From an optimization exercise on the open Yosys and OpenROAD flow, aimed at small area; shortcuts taken in it are not production practice. The RTL was checked by simulation tests, not by an equivalence proof against the original design. The clock cells of this run come from the design's own scripts or RTL, not from TritonCTS. The clock input has no modelled driver; a real chip could not lean on it and would need a root buffer or a full tree. Power figures rest on the tool's default switching activity, not on a simulated workload.

$ cat flow/run.sh
#!/bin/bash
# Own layout flow: the standard ORFS flow (standard.sh) with three changes:
#  - synthesis maps logic with an area-oriented ABC script (flow/area.abc),
#    everything else in synthesis is the standard flow's own script (flow/synth_area.tcl);
#  - port buffers are the smallest buffer cell;
#  - the clock tree is built by flow/custom_cts.tcl in place of
#    clock_tree_synthesis (the rest of the CTS step is ORFS's): an inv_16 root,
#    clkbuf_16 mid-level buffers each driving up to 4 leaves, and inv_12
#    leaves each driving up to 25 flip-flops (two inversions in all).
# Each step's tool output is in orfs/logs/; make's own output in flow_make.log.
set -euo pipefail
W=$PWD
B=sky130_fd_sc_hd__
export AREA_ABC_SCRIPT=$W/flow/area.abc
export CC_CLK_PORT=clk
export CC_ROOT_BUF=${B}inv_16
export CC_MID_BUF=${B}clkbuf_16
export CC_LEAF_BUF=${B}inv_12
export CC_LEAF_MAX=25
export CC_LEAF_SPAN=1000
export CC_MID_MAX=4
bash standard.sh \
  SYNTH_SCRIPT=$W/flow/synth_area.tcl \
  "BUFFER_PORTS_ARGS=-buffer_cell ${B}buf_1" \
  PRE_CTS_TCL=$W/flow/custom_cts.tcl \
  finish > $W/flow_make.log 2>&1
$ cat flow/area.abc
strash
&get -n
&st
&dch
&nf -a -R 1000
&put
topo
$ cat flow/custom_cts.tcl
# Sourced by ORFS's cts.tcl as PRE_CTS_TCL. It replaces clock_tree_synthesis
# with a plain buffer tree: the clock sinks are split by recursive bisection
# (always across the wider side) into clusters of at most CC_LEAF_MAX sinks
# and at most CC_LEAF_SPAN um of half-perimeter; each cluster gets one
# CC_LEAF_BUF (a buffer or an inverter) at its centroid. The leaf buffers are
# grouped the same way, at most CC_MID_MAX to a group, under one CC_MID_BUF
# each, and one CC_ROOT_BUF, fed by the clock port, drives those. The
# inverting levels must come in pairs. The rest of cts.tcl (legalisation,
# timing repair) runs unchanged.
proc cc_split {pts maxn maxspan} {
  set xs [lmap p $pts {lindex $p 0}]
  set ys [lmap p $pts {lindex $p 1}]
  set dx [expr {[tcl::mathfunc::max {*}$xs] - [tcl::mathfunc::min {*}$xs]}]
  set dy [expr {[tcl::mathfunc::max {*}$ys] - [tcl::mathfunc::min {*}$ys]}]
  set n [llength $pts]
  if {$n <= 1 || ($n <= $maxn && $dx + $dy <= $maxspan)} { return [list $pts] }
  set s [lsort -real -index [expr {$dx >= $dy ? 0 : 1}] $pts]
  set nclus [expr {int(ceil(double($n) / $maxn))}]
  if {$nclus >= 2} {
    set left [expr {int(round(double($n) * ($nclus / 2) / $nclus))}]
  } else {
    set left [expr {$n / 2}]
  }
  return [concat [cc_split [lrange $s 0 [expr {$left - 1}]] $maxn $maxspan] \
                 [cc_split [lrange $s $left end] $maxn $maxspan]]
}

proc cc_centroid {pts} {
  set sx 0
  set sy 0
  foreach p $pts {
    set sx [expr {$sx + [lindex $p 0]}]
    set sy [expr {$sy + [lindex $p 1]}]
  }
  set n [llength $pts]
  return [list [expr {int($sx / $n)}] [expr {int($sy / $n)}]]
}

proc cc_buffer {block master name x y innet outnet} {
  set inst [odb::dbInst_create $block $master $name]
  $inst setLocation $x $y
  $inst setPlacementStatus PLACED
  foreach it [$inst getITerms] {
    if {[$it isInputSignal]} { $it connect $innet }
    if {[$it isOutputSignal]} { $it connect $outnet }
  }
  return $inst
}

proc clock_tree_synthesis {args} {
  set block [ord::get_db_block]
  set db [ord::get_db]
  set leafm [$db findMaster $::env(CC_LEAF_BUF)]
  set midm [$db findMaster $::env(CC_MID_BUF)]
  set rootm [$db findMaster $::env(CC_ROOT_BUF)]
  set dbu [$block getDbUnitsPerMicron]
  set clkport [lindex [get_ports $::env(CC_CLK_PORT)] 0]
  set clk [$block findNet [get_full_name $clkport]]
  set pts {}
  foreach it [$clk getITerms] {
    set bb [[$it getInst] getBBox]
    lappend pts [list [expr {([$bb xMin] + [$bb xMax]) / 2}] \
                      [expr {([$bb yMin] + [$bb yMax]) / 2}] $it]
  }
  set clusters [cc_split $pts $::env(CC_LEAF_MAX) [expr {$::env(CC_LEAF_SPAN) * $dbu}]]
  set i 0
  set leaves {}
  foreach c $clusters {
    set net [odb::dbNet_create $block clk_tree_leaf_$i]
    $net setSigType CLOCK
    foreach p $c {
      set it [lindex $p 2]
      $it disconnect
      $it connect $net
    }
    lassign [cc_centroid $c] x y
    lappend leaves [list $x $y $i $net]
    incr i
  }
  set rootnet [odb::dbNet_create $block clk_tree_root]
  $rootnet setSigType CLOCK
  set groups [cc_split $leaves $::env(CC_MID_MAX) [expr {1e9 * $dbu}]]
  set j 0
  set mids {}
  foreach g $groups {
    if {[llength $groups] > 1} {
      set gnet [odb::dbNet_create $block clk_tree_mid_$j]
      $gnet setSigType CLOCK
      lassign [cc_centroid $g] x y
      cc_buffer $block $midm clk_tree_mid_buf_$j $x $y $rootnet $gnet
      lappend mids [list $x $y]
    } else {
      set gnet $rootnet
      set mids $g
    }
    foreach l $g {
      lassign $l x y li lnet
      cc_buffer $block $leafm clk_tree_leaf_buf_$li $x $y $gnet $lnet
    }
    incr j
  }
  # The flops must see the clock's own polarity
  set inversions 0
  foreach m [list $leafm $rootm] {
    if {[string match *inv* [$m getName]]} { incr inversions }
  }
  if {[llength $groups] > 1 && [string match *inv* [$midm getName]]} { incr inversions }
  if {$inversions % 2} { error "custom clock tree: odd number of inverting levels" }
  lassign [cc_centroid $mids] x y
  cc_buffer $block $rootm clk_tree_root_buf $x $y $clk $rootnet
  puts "custom clock tree: [llength $pts] sinks, [llength $clusters] leaf buffers, [llength $groups] groups"
  set_propagated_clock [all_clocks]
}
$ cat flow/synth_area.tcl
# The standard flow's synthesis script (synth_recipe.tcl) with one change: the abc call
# maps with the ABC script named by AREA_ABC_SCRIPT instead of ORFS's own.
proc synth {args} { yosys synth -nofsm -noshare {*}$args }
proc abc {args} {
  set i [lsearch -exact $args -script]
  if { $i >= 0 } { set args [lreplace $args [expr {$i + 1}] [expr {$i + 1}] $::env(AREA_ABC_SCRIPT)] }
  yosys abc {*}$args
}
source $::env(SCRIPTS_DIR)/synth.tcl
# left out here: clear keep_hierarchy, flatten, clean up, hide names made inside functions, write 1_2_yosys.v
$ cat standard.sh
#!/bin/bash
# synth_recipe.tcl (not shown) runs the flow's synth.tcl, then flattens the netlist and writes it again
# the make line also repeats each setting of config.mk as NAME=value (left out here)
make -C /OpenROAD-flow-scripts/flow DESIGN_CONFIG=/design/flow/config.mk WORK_HOME=/design/flow/orfs CLKGATE_MAP_FILE= SYNTH_SCRIPT=/design/flow/synth_recipe.tcl "${@:-finish}"
$ cat config.mk
export PLATFORM = sky130hd
export DESIGN_NAME = rename_top
export DESIGN_NICKNAME = rename_top
export VERILOG_FILES = /design/flow/design.v
export SDC_FILE = /design/flow/constraint.sdc
export NUM_CORES = 8
export LEC_CHECK = 0
export CAP_MARGIN = 20
export CORE_MARGIN = 2
export CORE_UTILIZATION = 50
export SLEW_MARGIN = 20
$ cat constraint.sdc
create_clock -name core_clock -period 12.0 [get_ports {clk}]
set_input_delay 2.4000 -clock core_clock [delete_from_list [all_inputs] [get_ports {clk}]]
set_output_delay 2.4000 -clock core_clock [all_outputs]
set_load 0.01 [all_outputs]
$ cat design.v
`timescale 1ns/1ns
`default_nettype none
module rename_top (
    input  logic        clk,
    input  logic        rst_n,
    input  logic        dispatch_valid_i,
    input  logic [4:0]  rs1_i,
    input  logic [4:0]  rs2_i,
    input  logic [4:0]  rd_i,
    input  logic [31:0] imm_i,
    input  logic        src_imm_i,
    output logic        dispatch_ready_o,
    input  logic        stall_i,
    output logic        ren_valid_o,
    output logic [4:0]  rd_tag_o,
    output logic [4:0]  rs1_tag_o,
    output logic [31:0] rs1_data_o,
    output logic [4:0]  rs2_tag_o,
    output logic [31:0] rs2_data_o,
    input  logic        commit_valid_i,
    input  logic [4:0]  commit_areg_i,
    input  logic [4:0]  commit_preg_i,
    input  logic [31:0] commit_data_i,
    input  logic        flush_i
);
    logic        buf_valid;
    logic [4:0]  buf_rs1;
    logic [4:0]  buf_rs2;
    logic [4:0]  buf_rd;
    logic [31:5] buf_imm;
    logic        buf_src_imm;
    logic [4:0]  spec_tab [1:31];
    logic [4:0]  arch_tab [1:31];
    logic [31:0] prf [0:15];
    logic [15:0] ready;
    logic [4:0]  alloc_ptr;
    logic [4:0]  free_ptr;
    logic        commit_free;
    logic        writes_rd;
    logic        exhausted;
    logic        fire;
    logic        alloc;
    logic [4:0]  alloc_tag;
    logic [4:0]  free_ptr_next;
    always_comb begin
        commit_free = commit_valid_i && (commit_preg_i != 5'd0);
        writes_rd   = (buf_rd != 5'd0);
        exhausted   = (alloc_ptr[4] != free_ptr[4]) && (alloc_ptr[3:0] == free_ptr[3:0]);
        fire        = buf_valid && !stall_i && !flush_i && (!writes_rd || !exhausted);
        alloc       = fire && writes_rd;
        alloc_tag   = {alloc_ptr[3:0] == 4'd0, alloc_ptr[3:0]};
        free_ptr_next = free_ptr + {4'd0, commit_free};
        dispatch_ready_o = !flush_i && (!buf_valid || fire);
        ren_valid_o      = fire;
        rd_tag_o         = writes_rd ? alloc_tag : 5'd0;
    end
    always_ff @(posedge clk or negedge rst_n) begin
        if (!rst_n) begin
            buf_valid <= 1'b0;
        end else if (flush_i) begin
            buf_valid <= 1'b0;
        end else if (dispatch_ready_o) begin
            buf_valid <= dispatch_valid_i;
        end
    end
    always_ff @(posedge clk) begin
        if (dispatch_ready_o && dispatch_valid_i) begin
            buf_rs1     <= rs1_i;
            buf_rs2     <= src_imm_i ? imm_i[4:0] : rs2_i;
            buf_rd      <= rd_i;
            buf_imm     <= imm_i[31:5];
            buf_src_imm <= src_imm_i;
        end
    end
    always_ff @(posedge clk or negedge rst_n) begin
        if (!rst_n) begin
            free_ptr <= 5'd1;
        end else begin
            free_ptr <= free_ptr_next;
        end
    end
    always_ff @(posedge clk or negedge rst_n) begin
        if (!rst_n) begin
            alloc_ptr <= 5'd1;
        end else if (flush_i) begin
            alloc_ptr <= free_ptr_next;
        end else if (alloc) begin
            alloc_ptr <= alloc_ptr + 5'd1;
        end
    end
    logic rst_pend;
    always_ff @(posedge clk or negedge rst_n) begin
        if (!rst_n) begin
            rst_pend <= 1'b1;
        end else begin
            rst_pend <= 1'b0;
        end
    end
    logic [4:0] arch_wdata;
    logic [4:0] spec_wdata;
    logic       restore;
    always_comb begin
        arch_wdata = commit_preg_i & {5{!rst_pend}};
        spec_wdata = alloc_tag & {5{!rst_pend}};
        restore    = flush_i && !rst_pend;
    end
    always_ff @(posedge clk) begin
        for (int r = 1; r < 32; r++) begin
            if (rst_pend || (commit_free && (commit_areg_i == 5'(r)))) begin
                arch_tab[r] <= arch_wdata;
            end
        end
    end
    logic [31:1] spec_we;
    logic [31:1] spec_hold;
    always_comb begin
        for (int r = 1; r < 32; r++) begin
            spec_we[r]   = !restore && (rst_pend || (alloc && (buf_rd == 5'(r))));
            spec_hold[r] = !restore && !spec_we[r];
        end
    end
    always_ff @(posedge clk) begin
        for (int r = 1; r < 32; r++) begin
            spec_tab[r] <= (arch_tab[r] & {5{restore}})
                         | (spec_wdata  & {5{spec_we[r]}})
                         | (spec_tab[r] & {5{spec_hold[r]}});
        end
    end
    logic [15:0] wr_sel;
    logic [15:0] al_sel;
    always_comb begin
        for (int i = 0; i < 16; i++) begin
            al_sel[i] = (alloc_ptr[3:0] == 4'(i));
        end
        wr_sel[0] = commit_valid_i && commit_preg_i[4];
        for (int i = 1; i < 16; i++) begin
            wr_sel[i] = commit_valid_i && (commit_preg_i[3:0] == 4'(i));
        end
    end
    always_ff @(posedge clk) begin
        for (int i = 0; i < 16; i++) begin
            if (wr_sel[i]) prf[i] <= commit_data_i;
        end
    end
    always_ff @(posedge clk) begin
        for (int i = 0; i < 16; i++) begin
            if (wr_sel[i]) begin
                ready[i] <= 1'b1;
            end else if (alloc && al_sel[i]) begin
                ready[i] <= 1'b0;
            end
        end
    end
    logic [4:0]  src1;
    logic [4:0]  src2;
    logic [15:0] sel1;
    logic [15:0] sel2;
    logic        rdy1;
    logic        rdy2;
    logic        hit1;
    logic        hit2;
    logic [31:0] val1;
    logic [31:0] val2;
    always_comb begin
        src1 = 5'd0;
        src2 = 5'd0;
        for (int r = 1; r < 32; r++) begin
            src1 = src1 | (spec_tab[r] & {5{buf_rs1 == 5'(r)}});
            src2 = src2 | (spec_tab[r] & {5{buf_rs2 == 5'(r)}});
        end
        sel1[0] = src1[4];
        sel2[0] = src2[4];
        for (int i = 1; i < 16; i++) begin
            sel1[i] = (src1[3:0] == 4'(i));
            sel2[i] = (src2[3:0] == 4'(i));
        end
        rdy1 = (src1 == 5'd0);
        rdy2 = (src2 == 5'd0);
        val1 = '0;
        val2 = '0;
        for (int i = 0; i < 16; i++) begin
            rdy1 = rdy1 | (sel1[i] & ready[i]);
            rdy2 = rdy2 | (sel2[i] & ready[i]);
            val1 = val1 | ({32{sel1[i]}} & prf[i]);
            val2 = val2 | ({32{sel2[i]}} & prf[i]);
        end
        hit1 = commit_free && (src1 == commit_preg_i);
        hit2 = commit_free && (src2 == commit_preg_i);
        rs1_tag_o  = (rdy1 || hit1) ? 5'd0 : src1;
        rs1_data_o = hit1 ? commit_data_i : val1;
        if (buf_src_imm) begin
            rs2_tag_o  = 5'd0;
            rs2_data_o = {buf_imm, buf_rs2};
        end else begin
            rs2_tag_o  = (rdy2 || hit2) ? 5'd0 : src2;
            rs2_data_o = hit2 ? commit_data_i : val2;
        end
    end
endmodule
`default_nettype wire
==> run summary <==
==> layer usage <==
metal	part of all wire	routed length (microns)	global-route usage	vias to the layer above
li1	-	-	-	12300
met1	0.39	57300	0.530	15000
met2	0.43	63700	0.563	2534
met3	0.13	19800	0.0842	435
met4	0.046	6740	0.143	6
met5	0.00045	67	0.00375	-
==> placed cells by master (no fill, tap or decap), types with 11 or more instances in the layout <==
cell,netlist,layout
edfxtp_1,710,710
a22oi_1,422,422
nand2_1,361,361
buf_1,0,175
dfxtp_1,171,171
nor2_1,173,132
a222oi_1,125,125
nand4_1,96,96
o21ai_0,96,95
nand3_1,91,90
buf_4,0,79
a221oi_1,76,76
a22o_1,74,74
a221o_1,50,48
nor2_4,0,41
inv_12,0,36
nor3_1,38,32
o22ai_1,32,32
a21o_1,31,31
and3_1,27,26
nor2b_1,31,24
nand2b_1,20,20
a21oi_1,17,17
o21bai_1,16,16
and2_0,16,15
a41o_1,13,13
xnor2_1,11,11
clkinv_1,11,11
==> logic make-up (layout without fill, tap and decap cells) <==
group	after synthesis	count (layout)	synth area share
AO/OA/AOI/OAI	976	976	0.207
XOR/XNOR	18	18	0.00425
adder cells (fa/ha/maj)	6	6	0.00203
buffers and inverters	11	313	0.00111
flip-flops	893	893	0.676
multiplexers	5	5	0.00152
other	1	1	0.000101
AND/OR/NAND/NOR	879	879	0.108
==> registers in the layout (all words and copies together) (netlist names) <==
name and count:
buf_src_imm 1, buf_imm 27, buf_rd 5, free_ptr 5, arch_tab 155, rst_pend 1
ready 16, prf 512, spec_tab 155, alloc_ptr 5, buf_rs2 5, buf_valid 1
buf_rs1 5
==> synth_stat cells, types with 17 or more instances <==
cell type | count | area (sq um)
a22o_1 | 74 | 648
nor2_1 | 173 | 649
nand3_1 | 91 | 455
nor3_1 | 38 | 190
a21oi_1 | 17 | 85.1
edfxtp_1 | 710 | 21300
nand2_1 | 361 | 1360
nor2b_1 | 31 | 194
o22ai_1 | 32 | 200
nand2b_1 | 20 | 125
a21o_1 | 31 | 233
o21ai_0 | 96 | 480
dfxtp_1 | 171 | 3420
and3_1 | 27 | 169
a22oi_1 | 422 | 3170
a222oi_1 | 125 | 1250
a221oi_1 | 76 | 666
nand4_1 | 96 | 601
a221o_1 | 50 | 500
==> worst reg2reg max path, cell delays in order, from the launching register on <==
cell and delay, ns:
edfxtp_1 0.85, clkinv_1 0.74, and3_1 0.55, nor3_1 0.37, nor4b_2 0.08, buf_4 0.25, nor2b_2 0.31, buf_4 0.28
a41oi_1 0.77, and2_0 0.36, a22oi_1 0.09, o21ai_0 0.12
==> layout make-up <==
class | instances | area, sq um | share of cell area
Timing Repair Buffer | 256 | 1280 | 0.0315
Buffer | 9 | 225 | 0.00552
Tap cell | 959 | 1200 | 0.0294
Inverter | 48 | 647 | 0.0159
Sequential cell | 893 | 25000 | 0.614
Multi-Input combinational cell | 1885 | 12400 | 0.303
==> how the worst max path moves through the flow <==
| stage | endpoint | slack (ns) | cells past startpoint |
|---|---|---|---|
| floorplan | rs2_tag_o[0] | 2.40 | 22 |
| global placement | rs2_data_o[4] | 2.34 | 23 |
| detailed placement | rs2_data_o[4] | 2.28 | 23 |
| CTS | rs2_data_o[4] | 1.77 | 23 |
| global route | rs2_data_o[26] | 1.38 | 24 |
| finish | rs2_data_o[4] | 1.67 | 23 |
==> through the flow <==
stage	worst slack, ns	utilization	power (W)
after global routing	1.38	0.557	0.00694
after floorplan	2.40	-	0.00455
after global placement	2.34	0.545	0.00529
after CTS	1.77	0.557	0.00669
after detailed placement	2.28	0.546	0.00531
final	1.67	0.557	0.00673
==> report_power, final <==
part | internal, W | total (W) | switching (W)
Combinational | 0.000458 | 0.00146 | 0.00100
Sequential | 0.00357 | 0.00385 | 0.000277
Clock | 0.000300 | 0.00143 | 0.00113
Total | 0.00433 | 0.00673 | 0.00241
==> impl_metrics.toml <==
[worst_setup_path]
cp_top_family = "compound AO/OA/AOI/OAI gates"
max_stage_delay_ns = 0.80
crit_start = "buf_rs2[4]"
reg2reg_depth = 11
cp_cell_sequence = "nor4_1, a222oi_1, nand3_1, a221o_1, a221o_1, a221o_1, a221o_1, a221o_1, a221o_1, a221o_1, a221o_1, a221o_1, a221o_1, a221o_1, a221o_1, a221o_2, buf_4, xnor2_1, nand3_4, nand4_1, o22ai_1, o21ai_0, buf_1"
start_kind = "flip-flop"
crit_fanout = 41
worstReg2RegEnd = "spec_tab[1][0]"
cp.required_ns = 9.60
rrSetupSlack_ns = 7.13
cp.arrival_ns = 7.93
path_class = "reg2out"
critical_path_buf_inv_count = 2
rr_startpoint = "buf_rd[4]"
end_kind = "output port"
crit_top_cell = "a221o_1"
cp_slowest_cell = "edfxtp_1"

[drt]
ant_nets = 0
avgRoutedWirePerCell_microns = 36.4
wirelength_microns = 148000
dr.pass1.iters = 10
vias_per_cell = 7.48
drt_iter0_markers = 6021
drc = 0
via_count = 30300

[placed_design]
dp_cells = 4004
dpl-instance-area_sq_um = 39900
port_buffers = 176
routabilityCongestion = 1.02
dpl.hpwl_microns = 92900

[grt]
grtUsageTotal = 0.373
grt_pass1_vias = 28700
antenna_found_initial = 3
grt_max_degree = 101
grt_pass1_wl_microns = 207000
overflow = 0

[layout]
diodes = 0
drive_gt1_frac = 0.0618
nets = 3195
fin_cells = 4050
fin_area_sq_um = 40800
area_growth_pct = 9.97
fillers = 6010

[timing]
finalClockSkew_ns = 0.0207
slew_viol_final = 0
layout_min_cycle_time_ns = 10.33
rsz0062_at_grt = "no"
setup_viol = 0
tightest_slew_ns = 1.20
hold_viol_final = 0
whs_ns = 0.439
fmax_mhz = 96.8
setup_tns_ns = 0
slew_headroom = 0.203
fin_crit_sh = 0.861

[clock_tree]
hold_buffers = 0
postCtsSetupRepairBufs = 0
clk_latency_ns = 0.43
ctsResizeCount = 0
path_clk_slew_ns = 0.12

[worst_hold_path]
hold_depth = 2
hold_start = "arch_tab[3][4]"
hold_path.class = "reg2reg"
min_to = "spec_tab[3][4]"

[logic_synthesis]
synth_edf_count = 710
synth_cell_types = 43
synth_seq_cells = 893
syn_nets = 2891
ys_async_sr_fraction = 0.0134
ys_seq_area_frac = 0.676
avgSynthCellArea_sq_um = 13.3
syn_inst = 2789
syn_area_sq_um = 37100
yosys_warnings = 4
synth_ff_type = "edfxtp_1"

[die]
die_area_sq_um = 76300
std_cell_rows = 99
die_height_microns = 276
ioPinCount = 177
initial_core_util = 0.506
die_x_microns = 276
coreArea_sq_um = 73200

[power_and_ir_drop]
power_density_nw_per_um2 = 165
ir_drop_v = 0.000113
p_leak_nw = 13.4

[outcome]
status = "timing/DRC/antenna clean"

[flow_run]
maxCapViolCount = 0

afterwards: timing with drivers on the ports:
In the flow no input, the clock included, has a driving cell. The finished layout below was timed again as built, in two steps.
Step 1, drivers: a clkbuf_16 drives clk and a buf_2 each remaining input, both assumed.
Step 2, shift: input delay + t, output delay - t, t = (earliest + latest rising clock arrival at the registers) / 2. This alone moves slack from input paths to output paths.
Slacks: no drivers / after step 1 / after step 2; pairs: no drivers / after step 1.
t (ns): 0.502
setup slack, ns: 1.673 / 1.582 / 2.084
hold WS [ns]: 0.439 / 0.439 / 0.439
slew at the worst register clock pin (ns): 0.12 / 0.12
worst data-port slew with drivers (ns): 0.08
After both steps this run still meets setup and hold. For this run, drivers alone change the setup slack by -0.091 ns; drivers and shift together by +0.411 ns.
